Context: an optimization exercise on an open-source flow, tuned for small area and a short achievable clock period. The choices shown serve that exercise and are no tape-out recipe. At most, simulation tests tie the RTL to the original design; equivalence was not proved. Power figures rest on the tool's default switching activity, not on a simulated workload.

## id_stage_top
module id_stage_top (
	input  logic         clk,
	input  logic         rst_i,
	input  logic         inst_valid_i,
	input  logic [31:0]  pc_i,
	input  logic [31:0]  inst_i,
	input  logic [31:0]  rf_data1_i,
	input  logic [31:0]  rf_data2_i,
	input  logic [37:0]  ex_fwd_i,
	input  logic [37:0]  mem_fwd_i,
	input  logic         stall_i,
	output logic [11:0]  rf_read_o,
	output logic [32:0]  branch_o,
	output logic [155:0] id_ex_o
);
For scale: roughly 1600 cells after synthesis, roughly 97 flip-flops, about 410 I/O pins, ~0.011 mm2 of cells after synthesis.
==> flow/config.mk <==
export PLATFORM = sky130hd
export DESIGN_NAME = id_stage_top
export DESIGN_NICKNAME = id_stage_top
export VERILOG_FILES = /design/flow/design.v
export SDC_FILE = /design/flow/constraint.sdc
export NUM_CORES = 4
export LEC_CHECK = 0
export ABC_AREA = 1
export CAP_MARGIN = 20
export CORE_MARGIN = 2
export CORE_UTILIZATION = 40
export SETUP_SLACK_MARGIN = 3.5
export SLEW_MARGIN = 20
==> flow/constraint.sdc <==
create_clock -name core_clock -period 12.0 [get_ports {clk}]
set_input_delay 2.4000 -clock core_clock [delete_from_list [all_inputs] [get_ports {clk}]]
set_output_delay 2.4000 -clock core_clock [all_outputs]
set_load 0.01 [all_outputs]
standard.sh (not shown) runs the stock make flow with config.mk's settings and CLKGATE_MAP_FILE= SYNTH_SCRIPT=/design/flow/synth_recipe.tcl, a recipe that flattens the netlist after the stock synthesis.
==> flow/flow/run.sh <==
#!/bin/bash
# Standard ORFS layout; the only change is the cell that buffer_ports puts
# on every input and output port (a plain buffer instead of the default
# delay-buffer choice). Every tool's output goes to orfs/logs and flow.log.
set -euo pipefail
export BUFFER_PORTS_ARGS="-buffer_cell sky130_fd_sc_hd__buf_1"
bash standard.sh finish > flow.log 2>&1
Change:
==> flow/flow/run.sh (replaced) <==
#!/bin/bash
# Standard ORFS layout with two changes: the cell that buffer_ports puts on
# every input and output port (a plain buffer instead of the default
# delay-buffer choice), and no adder-cell mapping in synthesis (ADDER_MAP_FILE
# empty), so abc maps the adders and comparator from plain gates. Registers
# come out of synthesis exactly as in the standard flow.
# Every tool's output goes to orfs/logs and flow.log.
set -euo pipefail
export BUFFER_PORTS_ARGS="-buffer_cell sky130_fd_sc_hd__buf_1"
bash standard.sh ADDER_MAP_FILE= finish > flow.log 2>&1
SETUP_SLACK_MARGIN = 4.0   (was 3.5)
What happened:
- routed wire length is higher by about 18%
- clock power is lower by about 2%
- sequential share of layout area is lower by 1.2 points
- die area is higher by 8.2%
- setup slack gains 0.44 ns
- core utilization is lower by 0.12 points
- clock skew is unchanged
Change:
==> flow/flow/run.sh (replaced) <==
#!/bin/bash
# Standard ORFS layout; the only change is the cell that buffer_ports puts
# on every input and output port (a plain buffer instead of the default
# delay-buffer choice). Every tool's output goes to orfs/logs and flow.log.
set -euo pipefail
export BUFFER_PORTS_ARGS="-buffer_cell sky130_fd_sc_hd__buf_1"
bash standard.sh finish > flow.log 2>&1
SETUP_SLACK_MARGIN = 3.0   (was 4.0)
After rerunning:
- combinational power shrinks by 15%
- routed wire length shrinks by 17%
- clock power hardly moves
- worst hold slack hardly moves
- power shrinks by 5.5%
- count of clock-buffer cells in the layout stays the same
- final area shrinks by 12%
- synthesized area shrinks by 7.7%
- non-clock buffer count shrinks by 35
- sequential share of layout area grows by 2.2 points
No run of this note included a check of the RTL's function; only the layout flow was run.

* * *

id_stage_top, a different RTL version from the one above (not shown whole).
For scale: about 1,500 cells after synthesis, roughly 97 flip-flops, about 410 I/O pins.
==> flow/config.mk <==
export PLATFORM = sky130hd
export DESIGN_NAME = id_stage_top
export DESIGN_NICKNAME = id_stage_top
export VERILOG_FILES = /design/flow/design.v
export SDC_FILE = /design/flow/constraint.sdc
export NUM_CORES = 4
export LEC_CHECK = 0
export ABC_AREA = 1
export CAP_MARGIN = 20
export CORE_MARGIN = 2
export CORE_UTILIZATION = 40
export SETUP_SLACK_MARGIN = 3.4
export SLEW_MARGIN = 20
==> flow/constraint.sdc <==
create_clock -name core_clock -period 12.0 [get_ports {clk}]
set_input_delay 2.4000 -clock core_clock [delete_from_list [all_inputs] [get_ports {clk}]]
set_output_delay 2.4000 -clock core_clock [all_outputs]
set_load 0.01 [all_outputs]
==> flow/flow/run.sh <==
#!/bin/bash
# Standard ORFS layout; the only change is the cell that buffer_ports puts
# on every input and output port (a plain buffer instead of the default
# delay-buffer choice). Every tool's output goes to orfs/logs and flow.log.
set -euo pipefail
export BUFFER_PORTS_ARGS="-buffer_cell sky130_fd_sc_hd__buf_1"
bash standard.sh finish > flow.log 2>&1
Next try:
==> flow/flow/run.sh (replaced) <==
#!/bin/bash
# Standard ORFS layout with two changes: the cell that buffer_ports puts on
# every input and output port (a plain buffer instead of the default
# delay-buffer choice), and clock tree synthesis without dummy load cells.
# Every tool's output goes to orfs/logs and flow.log.
set -euo pipefail
export BUFFER_PORTS_ARGS="-buffer_cell sky130_fd_sc_hd__buf_1"
export CTS_ARGS="-sink_clustering_enable -repair_clock_nets -dont_use_dummy_load"
bash standard.sh finish > flow.log 2>&1
Settings changed: GPL_ROUTABILITY_DRIVEN set to 0, SETUP_SLACK_MARGIN 3.4 to 3.0.
Effect: Sequential cell count is unchanged. Via count decreases by about 0.5%. Die area is unchanged. Routed wire length came out lower by 5.0%. Area after synthesis does not change. Design area falls by about 5%.
Next try:
Settings changed: GPL_ROUTABILITY_DRIVEN 0 to unset, SETUP_SLACK_MARGIN 3.0 to 2.8.
=> The changed run completed with no timing, DRC or antenna violations. Routed wire length grows by 2.2%. Die area stays the same. Setup slack loses 0.15 ns.
Next try:
==> flow/flow/run.sh (replaced) <==
#!/bin/bash
# Standard ORFS layout; the only change is the cell that buffer_ports puts
# on every input and output port (a plain buffer instead of the default
# delay-buffer choice). Every tool's output goes to orfs/logs and flow.log.
set -euo pipefail
export BUFFER_PORTS_ARGS="-buffer_cell sky130_fd_sc_hd__buf_1"
bash standard.sh finish > flow.log 2>&1
Settings changed: SETUP_SLACK_MARGIN 2.8 to 3.0.
The new run produced a clean layout; worst hold slack is about the same; sequential share of layout area is lower by 0.35 points; via count hardly moves; power is higher by 5.5%; fmax is higher by 3.2%.

* * *

05-14:
Another version of the RTL of id_stage_top (not shown whole).
Size: about 1,400 cells after synthesis, about 97 flip-flops, about 410 I/O pins, roughly 0.011 mm^2 of cells after synthesis.
==> flow/config.mk <==
export PLATFORM = sky130hd
export DESIGN_NAME = id_stage_top
export DESIGN_NICKNAME = id_stage_top
export VERILOG_FILES = /design/flow/design.v
export SDC_FILE = /design/flow/constraint.sdc
export NUM_CORES = 4
export LEC_CHECK = 0
export CAP_MARGIN = 20
export CORE_MARGIN = 2
export CORE_UTILIZATION = 40
export SETUP_SLACK_MARGIN = 3.5
export SLEW_MARGIN = 20
==> flow/constraint.sdc <==
create_clock -name core_clock -period 12.0 [get_ports {clk}]
set_input_delay 2.4000 -clock core_clock [delete_from_list [all_inputs] [get_ports {clk}]]
set_output_delay 2.4000 -clock core_clock [all_outputs]
set_load 0.01 [all_outputs]
==> flow/flow/run.sh <==
#!/bin/bash
# Standard ORFS layout; the only change is the cell that buffer_ports puts
# on every input and output port (a plain buffer instead of the default
# delay-buffer choice). Every tool's output goes to orfs/logs and flow.log.
set -euo pipefail
export BUFFER_PORTS_ARGS="-buffer_cell sky130_fd_sc_hd__buf_1"
bash standard.sh finish > flow.log 2>&1
Here is what was changed in the inputs of 11-19 compared with 05-14.
- SETUP_SLACK_MARGIN removed (was 3.5)
==> notes.md <==
Looking at power consumption, 11-19 sits below 05-14. Comparing 11-19 and 05-14, portion of total power attributed to combinational logic is higher on 05-14. Changes observed in 11-19 relative to 05-14: switching power total has decreased; global-route wire length before repair has decreased; post-route worst hold slack has remained practically unchanged; end-of-flow core utilization has decreased; cell-internal power has decreased. | share of the cycle needed by the critical path after routing | lower: 05-14 |. The post-route DRC violation count on 05-14 is in line with that on 11-19. When the final numbers for 11-19 and 05-14 were put side by side, the relative area change from synthesis to final layout turned out to be greater in 05-14. Against 05-14 as the reference, 11-19 delivers a lower number of post-CTS setup repair buffers.
No run of this note included a check of the RTL's function; only the layout flow was run.

* * *

id_stage_top, a different RTL version from the one above (not shown whole).
For scale: ~1,300 cells after synthesis, about 410 I/O pins, about 10,000 um^2 of cells after synthesis.
clock: 12.0 ns
lec_check: 0
cap_margin: 20
core_margin: 2
core_utilization: 40
cts_buf_list: sky130_fd_sc_hd__clkbuf_4 sky130_fd_sc_hd__clkbuf_8
setup_slack_margin: 3.0
slew_margin: 20
Scripts as last shown in full above: flow/flow/run.sh
Change:
Settings changed: ABC_AREA set to 1, CTS_BUF_LIST sky130_fd_sc_hd__clkbuf_4 sky130_fd_sc_hd__clkbuf_8 to not set.
Worst hold slack gets worse by 46 ps.
Via count went up by 13%.
Cell area went up by 0.98%.
Wire length went up by 7.5%.
Sequential power hardly moves.
Change:
Settings changed: CTS_BUF_LIST set to sky130_fd_sc_hd__clkbuf_4 sky130_fd_sc_hd__clkbuf_8.
Result: Synthesized cell count is unchanged; non-clock buffer count stays the same; global-route usage shrinks by 0.15 points; power shrinks by a few percent; sequential power is about the same.

* * *

the baseline:
Another version of the RTL of id_stage_top (not shown whole).
For scale: about 1,600 cells after synthesis, ~97 flip-flops, roughly 410 I/O pins.
Settings: LEC_CHECK=0, CAP_MARGIN=20, CORE_MARGIN=2, CORE_UTILIZATION=40, SLEW_MARGIN=20; clock period 12.0 ns.
run.sh (not shown) runs the stock make flow with config.mk's settings and CLKGATE_MAP_FILE= SYNTH_SCRIPT=/design/flow/synth_recipe.tcl, a recipe that flattens the netlist after the stock synthesis.
Stock flow here: none of the scripts above is used.
Edits applied to the flow inputs when going from the baseline to the candidate:
==> flow/flow/run.sh (new file) <==
#!/bin/bash
# Standard ORFS layout; the only change is the cell that buffer_ports puts
# on every input and output port (a plain buffer instead of the default
# delay-buffer choice). Every tool's output goes to orfs/logs and flow.log.
set -euo pipefail
export BUFFER_PORTS_ARGS="-buffer_cell sky130_fd_sc_hd__buf_1"
bash standard.sh finish > flow.log 2>&1
==> flow/standard.sh (new file) <==
#!/bin/bash
# synth_recipe.tcl (not shown) runs the flow's synth.tcl, then flattens the netlist and writes it again
# the make line also repeats each setting of config.mk as NAME=value (left out here)
make -C /OpenROAD-flow-scripts/flow DESIGN_CONFIG=/design/flow/config.mk WORK_HOME=/design/flow/orfs CLKGATE_MAP_FILE= SYNTH_SCRIPT=/design/flow/synth_recipe.tcl "${@:-finish}"
removed: flow/run.sh
Results
- Maximum buffer depth of the clock tree across the baseline and the candidate: no real change.
- The candidate vs. the baseline: number of inserted filler cells in the final layout went up by about 12%.
- The met1 wire length of the candidate falls short of that of the baseline by 570 µm.
- Core utilization delta for the candidate relative to the baseline: 8.8 points lower
- | worst-path maximum fanout | higher: the candidate |
- Summary of the candidate over the baseline: power went down 9.9%; setup slack went up 1.17 ns; multi-input gate share of the layout cell area went up 10 points.
No run of this note included a check of the RTL's function; only the layout flow was run.

* * *

id_stage_top with an RTL version that a note above also has.
Size in the first run: roughly 1,500 cells after synthesis, ~0.0098 mm² of cells after synthesis.
==> flow/design.v (excerpt) <==
module id_stage_top (
	input  logic         clk,
	input  logic         rst_i,
	input  logic         inst_valid_i,
	input  logic [31:0]  pc_i,
	input  logic [31:0]  inst_i,
	input  logic [31:0]  rf_data1_i,
	input  logic [31:0]  rf_data2_i,
	input  logic [37:0]  ex_fwd_i,
	input  logic [37:0]  mem_fwd_i,
	input  logic         stall_i,
	output logic [11:0]  rf_read_o,
	output logic [32:0]  branch_o,
	output logic [155:0] id_ex_o
);
	logic       lui, auipc, jal, jalr, br, ld, st, opi, op, legal, re1, re2;
	logic [2:0] alusel_unused;
	inst_decoder u_dec (
		.inst_i  (inst_i),
		.lui_o   (lui),
		.auipc_o (auipc),
		.jal_o   (jal),
		.jalr_o  (jalr),
		.br_o    (br),
		.ld_o    (ld),
		.st_o    (st),
		.opi_o   (opi),
		.op_o    (op),
		.legal_o (legal),
		.re1_o   (re1),
		.re2_o   (re2),
		.alusel_o(alusel_unused)
	);
	logic [4:0] rs1, rs2;
	assign rs1 = inst_i[19:15];
	assign rs2 = inst_i[24:20];
	assign rf_read_o = {re1, re2, re1 ? rs1 : 5'd0, re2 ? rs2 : 5'd0};
	logic [31:0] imm_i, imm_s, imm_b, imm_u, imm_j, imm_sh;
	assign imm_i  = {{20{inst_i[31]}}, inst_i[31:20]};
	assign imm_s  = {{20{inst_i[31]}}, inst_i[31:25], inst_i[11:7]};
	assign imm_b  = {{20{inst_i[31]}}, inst_i[7], inst_i[30:25], inst_i[11:8], 1'b0};
	assign imm_u  = {inst_i[31:12], 12'b0};
	assign imm_j  = {{12{inst_i[31]}}, inst_i[19:12], inst_i[20], inst_i[30:21], 1'b0};
	assign imm_sh = {27'b0, inst_i[24:20]};
	logic        ex_we, mem_we;
	logic [4:0]  ex_a, mem_a;
	logic [31:0] ex_d, mem_d;
	assign {ex_we, ex_a, ex_d}    = ex_fwd_i;
	assign {mem_we, mem_a, mem_d} = mem_fwd_i;
	logic ex_ok, mem_ok;
	assign ex_ok  = ex_we  && ex_a  != 5'd0;
	assign mem_ok = mem_we && mem_a != 5'd0;
  ...
clock: 12.0 ns
lec_check: 0
abc_area: 1
cap_margin: 20
core_margin: 2
core_utilization: 40
setup_slack_margin: 3.15
slew_margin: 20
standard.sh (not shown) runs the stock make flow with config.mk's settings and CLKGATE_MAP_FILE= SYNTH_SCRIPT=/design/flow/synth_recipe.tcl, a recipe that flattens the netlist after the stock synthesis.
==> flow/flow/run.sh <==
#!/bin/bash
# Standard ORFS layout with two changes: the cell that buffer_ports puts on
# every input and output port (a plain buffer instead of the default
# delay-buffer choice), and clock tree synthesis without dummy load cells.
# Every tool's output goes to orfs/logs and flow.log.
set -euo pipefail
export BUFFER_PORTS_ARGS="-buffer_cell sky130_fd_sc_hd__buf_1"
export CTS_ARGS="-sink_clustering_enable -repair_clock_nets -dont_use_dummy_load"
bash standard.sh finish > flow.log 2>&1
Next try:
Settings changed: SETUP_SLACK_MARGIN 3.15 to 3.0.
Design area came out lower by 1.9%.
Synthesized area is unchanged.
Clock-buffer cell count stays the same.
Sequential power is about the same.
Wire length came out lower by 1.5%.
Worst setup slack degrades by 0.10 ns.
Register-to-register slack hardly moves.
Next try:
==> flow/flow/run.sh (replaced) <==
#!/bin/bash
# Standard ORFS layout; the only change is the cell that buffer_ports puts
# on every input and output port (a plain buffer instead of the default
# delay-buffer choice). Every tool's output goes to orfs/logs and flow.log.
set -euo pipefail
export BUFFER_PORTS_ARGS="-buffer_cell sky130_fd_sc_hd__buf_1"
bash standard.sh finish > flow.log 2>&1
Settings changed: CORE_UTILIZATION 40 to 45, PLACE_DENSITY set to 0.65.
Worst hold slack improves by 0.0060 ns; final cell count goes down slightly; via count increases by a few percent; worst setup slack loses 0.0091 ns; wire length is about the same; design area barely changes; power increases by a few percent.

[separate check: timing with driven ports]
The flow's constraints put no driver on any port. The routed layouts listed below were extracted and timed again, unchanged, in two steps.
Step 1 sets driving cells, clkbuf_16 on the clock port and buf_2 on the other inputs (assumed; they add their load-dependent delay and slew).
Step 2 times the ports against the registers' clock, not the clock port: input delays grow and output delays shrink by t, the midpoint of the rising clock arrivals with the driver on.
Three values: ideal ports, drivers, drivers and shift; two values: the first two.
run	shift t [ns]	slack for setup (ns)	cell pins on the clock port's net
the first run of note 1	0.414	3.637 / 3.606 / 3.606	1
the second run of note 1	0.419	4.081 / 4.053 / 4.053	1
the third run of note 1	0.412	3.235 / 3.214 / 3.214	1
the first run of note 2	0.407	3.362 / 3.312 / 3.312	1
the second run of note 2	0.407	3.096 / 3.069 / 3.069	1
the third run of note 2	0.396	2.942 / 2.919 / 2.919	1
the fourth run of note 2	0.404	3.223 / 3.200 / 3.200	1
05-14	0.414	3.327 / 3.278 / 3.278	1
11-19	0.413	1.780 / 1.757 / 1.757	1
the first run of note 4	0.432	3.054 / 3.008 / 3.008	1
the second run of note 4	0.412	3.272 / 3.246 / 3.246	1
the third run of note 4	0.438	3.321 / 3.295 / 3.295	1
the baseline	0.423	1.034 / 1.009 / 1.009	1
the candidate	0.417	2.199 / 2.175 / 2.175	1
the first run of note 6	0.399	3.291 / 3.268 / 3.268	1
the second run of note 6	0.395	3.187 / 3.167 / 3.167	1
the third run of note 6	0.406	3.178 / 3.147 / 3.147	1
After both steps setup and hold are still met in every run listed. For the first run of note 2, which loses most, drivers alone change the setup slack by -0.050 ns; drivers and shift together by -0.050 ns.
